From an optimization exercise on the open Yosys and OpenROAD flow, aimed at small area, a short achievable clock period and few clock cycles per item; shortcuts taken in it are not production practice. Function was checked by simulation only, so behaviour that the tests miss may differ from the original.

==> flow/design.v (excerpt) <==
module sawtooth_tone_fir_generator #(
  parameter int TAPS       = stfir_pkg::TAPS_DEF,
  parameter int BLINK_HALF = stfir_pkg::BLINK_HALF_DEF
) (
  input  logic                                 clk,
  input  logic                                 rst_n,
  input  logic                                 cfg_we,
  input  logic [stfir_pkg::CFG_IDX_W-1:0]      cfg_index,
  input  logic [stfir_pkg::CFG_DATA_W-1:0]     cfg_wdata,
  input  logic                                 in_valid,
  output logic                                 in_stall,
  input  logic                                 in_slot_tick,
  output logic                                 out_valid,
  input  logic                                 out_stall,
  output logic signed [stfir_pkg::SAMPLE_W-1:0] out_sample_out,
  output logic                                 out_led_on
);
Size: about 6400 cells after synthesis, ~48 I/O pins, roughly 55000 um2 of cells after synthesis.
Settings: LEC_CHECK=0, ABC_AREA=1, CAP_MARGIN=5, CORE_MARGIN=2, CORE_UTILIZATION=50, HOLD_SLACK_MARGIN=0, SETUP_SLACK_MARGIN=5, SLEW_MARGIN=5; clock period 8.5 ns.
standard.sh (not shown) runs the stock make flow with config.mk's settings and CLKGATE_MAP_FILE= SYNTH_SCRIPT=/design/flow/synth_recipe.tcl, a recipe that flattens the netlist after the stock synthesis.
==> flow/flow/run.sh <==
#!/bin/bash
# Standard layout, with one netlist clean-up between synthesis and floorplan:
# flow/fixinv.py removes inverters around full-adder cells (see its header).
# Each tool's output goes to a log file of its own in this folder.
set -euo pipefail
R=orfs/results/${FLOW_PLATFORM}/sawtooth_tone_fir_generator/base
bash standard.sh synth > flow_synth.log 2>&1
cp "$R/1_2_yosys.v" yosys_before_fixinv.v
python3 flow/fixinv.py "$R/1_2_yosys.v" > flow_fixinv.log 2>&1
rm -f "$R/1_synth.odb" "$R/1_synth.sdc"
bash standard.sh finish > flow_finish.log 2>&1
Other scripts of this flow, unchanged in this note and not shown: flow/flow/fixinv.py
Testbench counts at the start, summed over its fixed seeds: cycles 8,031, items 8,000.
Then changed:
ABC_AREA = not set   (was 1)
ABC_CLOCK_PERIOD_IN_PS = 3500   (was not set)
CAP_MARGIN = 20   (was 5)
CTS_BUF_LIST = sky130_fd_sc_hd__clkbuf_4 sky130_fd_sc_hd__clkbuf_8   (was not set)
HOLD_SLACK_MARGIN = not set   (was 0)
SLEW_MARGIN = 20   (was 5)
What happened: The changed run completed with no timing, DRC or antenna violations. Cell area stays flat. Core utilization is higher by 0.89 points. Critical path depth is higher by 11. Final cell count is lower by 9.0%. Via count is lower by 10%. Wire length is lower by 13%. Synthesized cell count is lower by 11%. Clock skew is higher by 0.015 ns. Die area is lower by 1.5%. Non-clock buffer count is higher by 35.
Then changed:
ABC_AREA = 1   (was not set)
ABC_CLOCK_PERIOD_IN_PS = not set   (was 3500)
CTS_BUF_LIST = not set   (was sky130_fd_sc_hd__clkbuf_4 sky130_fd_sc_hd__clkbuf_8)
Outcome:
- first-iteration DRC count came out higher by about a fifth
- synthesized area rose slightly
- wire length went up by about a fifth
- final cell count went up by roughly a tenth
- final area hardly moves
- sequential share of layout area barely changes
- non-clock buffer count fell by 35
Then changed:
ABC_AREA = not set   (was 1)
ABC_CLOCK_PERIOD_IN_PS = 3500   (was not set)
What happened: The new run finished clean. Design area went up by 0.34%. Worst setup slack is worse by 0.11 ns. Routed wire length went down by 13%.

## the previous run
sawtooth_tone_fir_generator again, from the RTL that the note above started with.
==> flow/config.mk <==
export PLATFORM = sky130hd
export DESIGN_NAME = sawtooth_tone_fir_generator
export DESIGN_NICKNAME = sawtooth_tone_fir_generator
export VERILOG_FILES = /design/flow/design.v
export SDC_FILE = /design/flow/constraint.sdc
export NUM_CORES = 4
export LEC_CHECK = 0
export ABC_CLOCK_PERIOD_IN_PS = 3500
export CAP_MARGIN = 20
export CORE_MARGIN = 2
export CORE_UTILIZATION = 65
export SETUP_SLACK_MARGIN = 5
export SLEW_MARGIN = 20
==> flow/constraint.sdc <==
create_clock -name core_clock -period 8.5 [get_ports {clk}]
set_input_delay 1.7000 -clock core_clock [delete_from_list [all_inputs] [get_ports {clk}]]
set_output_delay 1.7000 -clock core_clock [all_outputs]
set_load 0.01 [all_outputs]
Scripts as last shown in full above: flow/flow/run.sh
Other scripts of this flow, unchanged in this note and not shown: flow/flow/fixinv.py
Both conditions hold for the previous run: the flow ran to the end and the final layout passed the timing, DRC and antenna checks.
Testbench counts of the previous run, summed over its fixed seeds: cycles 8,031, items 8,000.
Edits applied to the flow inputs when going from the previous run to the current run:
- swapping 65 for 50 in CORE_UTILIZATION
- swapping 3500 for 2000 in ABC_CLOCK_PERIOD_IN_PS
On sequential cell area, the previous run tracks the current run almost exactly. Cell count along the critical path | the current run above the previous run. Diff the previous run -> the current run: fmax lower; slack of the critical path went down 0.015 ns; initial antenna violation count has decreased; first-iteration DRC count decreased by 230 relative to the old numbers; worst setup slack before clock tree synthesis grew by 0.070 ns. The previous run -> the current run: instance area after placement increased slightly. Wire: the current run routes more than the previous run.

## afterwards: timing with drivers on the ports
The flow's constraints put no driver on any port. The routed layouts listed below were extracted and timed again, unchanged, in two steps.
Step 1 sets driving cells, clkbuf_16 on the clock port and buf_2 on the other inputs (assumed; they add their load-dependent delay and slew).
Step 2, shift: input delay + t, output delay - t, t = (earliest + latest rising clock arrival at the registers) / 2. This alone moves slack from input paths to output paths.
Slacks: ideal / step 1 / step 2; pairs: ideal / step 1.
run	shift t [ns]	setup WS [ns]	cell pins on the clock port's net
the first run of note 1	0.741	5.032 / 5.032 / 4.472	1
the second run of note 1	0.864	4.923 / 4.923 / 4.301	1
the third run of note 1	0.741	5.032 / 5.032 / 4.472	1
the fourth run of note 1	0.729	4.923 / 4.923 / 4.352	1
the previous run	0.704	4.938 / 4.938 / 4.512	1
the current run	0.729	4.923 / 4.923 / 4.352	1
After both steps every run listed still meets setup and hold. For the second run of note 1, which loses most, drivers alone change the setup slack by 0.000 ns; drivers and shift together by -0.622 ns.
